What follows belongs to an exercise in optimizing a design on an open flow for small area and a short achievable clock period; a production flow would make more cautious choices. RTL that was checked went through simulation tests only; none was proved equivalent to the original. Power and IR drop assume default switching activity.

==> flow/design.v <==
module lc3_dmem_bit (
   input  logic q,
   input  logic keep,
   input  logic din,
   input  logic we,
   output logic d
);
   assign d = (q & keep) | (din & we);
endmodule
module lc3_dmem_rd3 (
   input  logic s0, b0,
   input  logic s1, b1,
   input  logic s2, b2,
   output logic y_n
);
   assign y_n = !((s0 & b0) | (s1 & b1) | (s2 & b2));
endmodule
module lc3_dmem_responder #(
   parameter int unsigned ADDR_W      = 8,
   parameter int unsigned DATA_W      = 16,
   parameter int unsigned WAIT_CYCLES = 1
) (
   input  logic              clock,
   input  logic              reset,
   input  logic              Data_req,
   input  logic              Data_rd,
   input  logic [15:0]       Data_addr,
   input  logic [DATA_W-1:0] Data_din,
   output logic [DATA_W-1:0] Data_dout,
   output logic              complete_data,
   output logic              busy,
   output logic              access_err
);
   localparam int unsigned DEPTH = 2 ** ADDR_W;    
   localparam int unsigned NQ    = 8;              
   localparam int unsigned QW    = DEPTH / NQ;     
   localparam int unsigned NG    = QW / 3;         
   logic              s1_q, s2_q, busy_q, comp_q, err_q;
   logic              accept_c;
   logic              rd1_q, ok1_q, rd2_q, ok2_q;
   logic [DEPTH-1:0]  sel_q;
   logic [DATA_W-1:0] din_q;
   logic              wr_c, hold_c;
   logic [DATA_W-1:0] dout_q;
   logic [DATA_W-1:0] part_q [NQ];
   logic [DATA_W-1:0] part_c [NQ];
   logic [DATA_W-1:0] rdata_c;
   logic [DATA_W-1:0] word_q [DEPTH];
   assign accept_c = reset && Data_req && !busy_q;
   always_ff @(posedge clock) begin
      s1_q   <= accept_c;
      s2_q   <= reset && s1_q;
      busy_q <= accept_c || (reset && s1_q);
      comp_q <= reset && s2_q;
      err_q  <= reset && s2_q && !ok2_q;
   end
   always_ff @(posedge clock) begin
      rd1_q <= Data_rd;
      ok1_q <= (Data_addr[15:8] == 8'h00);
      din_q <= Data_din;
      for (int w = 0; w < DEPTH; w++) begin
         sel_q[w] <= (Data_addr[7:0] == 8'(w));
      end
      rd2_q <= rd1_q;
      ok2_q <= ok1_q;
   end
   assign wr_c   = reset && s1_q && !rd1_q && ok1_q;
   assign hold_c = !reset || !s1_q || rd1_q || !ok1_q;
   for (genvar w = 0; w < DEPTH; w++) begin : g_word
      logic              we_c, keep_c;
      logic [DATA_W-1:0] d_c;
      assign we_c   = wr_c && sel_q[w];
      assign keep_c = hold_c || !sel_q[w];
      for (genvar b = 0; b < DATA_W; b++) begin : g_bit
         lc3_dmem_bit u_bit (
            .q(word_q[w][b]), .keep(keep_c), .din(din_q[b]), .we(we_c),
            .d(d_c[b])
         );
      end
      always_ff @(posedge clock) begin
         word_q[w] <= d_c;
      end
   end
   for (genvar q = 0; q < NQ; q++) begin : g_part
      for (genvar b = 0; b < DATA_W; b++) begin : g_bit
         logic [NG-1:0] grp_n;
         for (genvar g = 0; g < NG; g++) begin : g_grp
            localparam int unsigned W = q * QW + 3 * g;
            lc3_dmem_rd3 u_rd (
               .s0(sel_q[W]),     .b0(word_q[W][b]),
               .s1(sel_q[W + 1]), .b1(word_q[W + 1][b]),
               .s2(sel_q[W + 2]), .b2(word_q[W + 2][b]),
               .y_n(grp_n[g])
            );
         end
         assign part_c[q][b] = !(&grp_n) ||
                               (sel_q[q * QW + QW - 2] && word_q[q * QW + QW - 2][b]) ||
                               (sel_q[q * QW + QW - 1] && word_q[q * QW + QW - 1][b]);
      end
   end
   always_ff @(posedge clock) begin
      for (int q = 0; q < NQ; q++) begin
         part_q[q] <= part_c[q];
      end
   end
   always_comb begin
      rdata_c = '0;
      for (int q = 0; q < NQ; q++) begin
         rdata_c = rdata_c | part_q[q];
      end
   end
   always_ff @(posedge clock) begin
      if (!reset) begin
         dout_q <= '0;
      end else if (s2_q && rd2_q) begin
         dout_q <= ok2_q ? rdata_c : '0;
      end
   end
   assign Data_dout     = dout_q;
   assign complete_data = comp_q;
   assign busy          = busy_q;
   assign access_err    = err_q;
endmodule
export LEC_CHECK = 0
export CAP_MARGIN = 20
export CORE_MARGIN = 2
export CORE_UTILIZATION = 40
export CTS_CLUSTER_DIAMETER = 60
export CTS_CLUSTER_SIZE = 30
export SETUP_SLACK_MARGIN = 3.0
export SLEW_MARGIN = 20
export SYNTH_HIERARCHICAL = 1
export SYNTH_MINIMUM_KEEP_SIZE = 0
create_clock -name core_clock -period 5.5 [get_ports {clock}]
run.sh (not shown) runs the stock make flow with config.mk's settings and CLKGATE_MAP_FILE= SYNTH_SCRIPT=/design/flow/synth_recipe.tcl, a recipe that flattens the netlist after the stock synthesis.
The starting point finished clean.
==> next run, changes <==
--- a/flow/design.v
+++ b/flow/design.v
@@ -36,42 +36,43 @@
    localparam int unsigned QW    = DEPTH / NQ;     
    localparam int unsigned NG    = QW / 3;         
    logic              s1_q, s2_q, busy_q, comp_q, err_q;
    logic              accept_c;
-   logic              rd1_q, ok1_q, rd2_q, ok2_q;
-   logic [DEPTH-1:0]  sel_q;
+   logic              rd_q, ok_q;
    logic [DATA_W-1:0] din_q;
-   logic              wr_c, hold_c;
+   logic              wpend_q;    
+   logic              wkeep_q;    
    logic [DATA_W-1:0] dout_q;
    logic [DATA_W-1:0] part_q [NQ];
    logic [DATA_W-1:0] part_c [NQ];
    logic [DATA_W-1:0] rdata_c;
    logic [DATA_W-1:0] word_q [DEPTH];
+   logic [DEPTH-1:0]  sel_q;
    assign accept_c = reset && Data_req && !busy_q;
    always_ff @(posedge clock) begin
-      s1_q   <= accept_c;
-      s2_q   <= reset && s1_q;
-      busy_q <= accept_c || (reset && s1_q);
-      comp_q <= reset && s2_q;
-      err_q  <= reset && s2_q && !ok2_q;
+      s1_q    <= accept_c;
+      s2_q    <= reset && s1_q;
+      busy_q  <= accept_c || (reset && s1_q);
+      comp_q  <= reset && s2_q;
+      err_q   <= reset && s2_q && !ok_q;
+      wpend_q <= reset && s1_q && !rd_q && ok_q;
+      wkeep_q <= !reset || !s1_q || rd_q || !ok_q;
    end
    always_ff @(posedge clock) begin
-      rd1_q <= Data_rd;
-      ok1_q <= (Data_addr[15:8] == 8'h00);
-      din_q <= Data_din;
-      for (int w = 0; w < DEPTH; w++) begin
-         sel_q[w] <= (Data_addr[7:0] == 8'(w));
+      if (!busy_q) begin
+         rd_q  <= Data_rd;
+         ok_q  <= (Data_addr[15:8] == 8'h00);
+         din_q <= Data_din;
+         for (int w = 0; w < DEPTH; w++) begin
+            sel_q[w] <= (Data_addr[7:0] == 8'(w));
+         end
       end
-      rd2_q <= rd1_q;
-      ok2_q <= ok1_q;
    end
-   assign wr_c   = reset && s1_q && !rd1_q && ok1_q;
-   assign hold_c = !reset || !s1_q || rd1_q || !ok1_q;
    for (genvar w = 0; w < DEPTH; w++) begin : g_word
       logic              we_c, keep_c;
       logic [DATA_W-1:0] d_c;
-      assign we_c   = wr_c && sel_q[w];
-      assign keep_c = hold_c || !sel_q[w];
+      assign we_c   = wpend_q && sel_q[w];
+      assign keep_c = wkeep_q || !sel_q[w];
       for (genvar b = 0; b < DATA_W; b++) begin : g_bit
          lc3_dmem_bit u_bit (
             .q(word_q[w][b]), .keep(keep_c), .din(din_q[b]), .we(we_c),
             .d(d_c[b])
@@ -80,9 +81,9 @@
       always_ff @(posedge clock) begin
          word_q[w] <= d_c;
       end
    end
-   for (genvar q = 0; q < NQ; q++) begin : g_part
+   for (genvar q = 0; q < NQ; q++) begin : g_quarter
       for (genvar b = 0; b < DATA_W; b++) begin : g_bit
          logic [NG-1:0] grp_n;
          for (genvar g = 0; g < NG; g++) begin : g_grp
             localparam int unsigned W = q * QW + 3 * g;
@@ -111,10 +112,10 @@
    end
    always_ff @(posedge clock) begin
       if (!reset) begin
          dout_q <= '0;
-      end else if (s2_q && rd2_q) begin
-         dout_q <= ok2_q ? rdata_c : '0;
+      end else if (s2_q && rd_q) begin
+         dout_q <= ok_q ? rdata_c : '0;
       end
    end
    assign Data_dout     = dout_q;
    assign complete_data = comp_q;
Effect:
- area after synthesis rises by 2.3%
- routed wire length is higher by about 2.6%
- design area came out higher by about 4%
- sequential cell count stays the same
- worst setup slack degrades by 0.059 ns
- synthesized cell count is about the same
- non-clock buffer count is higher by 265
- final cell count rose by about 2.8%
- clock power came out higher by about 6%
- first-iteration DRC count climbs by about 9%
The RTL of the second run of this note was laid out without a check of its function.

==> port drivers added, routing unchanged <==
In the flow no input, the clock included, has a driving cell. The finished layouts below were timed again as built, in two steps. Step 1, drivers: a clkbuf_16 drives clock and a buf_2 each remaining input, both assumed. Step 2 adds t to the input delays and takes it off the output delays; t is the mean of the earliest and latest rising clock arrival at the registers after step 1. Input paths then give back, and output paths get back, about the clock's delay inside the block. Three values: ideal, step 1, step 2; two values: the first two.
run | shift t [ns] | slack for setup (ns) | hold slack, ns
the first run | 1.050 | 2.847 / 2.790 / 1.836 | 0.363 / 0.345 / 0.363
the second run | 1.075 | 2.788 / 2.736 / 1.891 | 0.461 / 0.461 / 0.461
After both steps setup and hold are still met in every run listed. The setup slack of the first run, which loses most, moves by -0.057 ns with the drivers and by -1.011 ns with both steps.
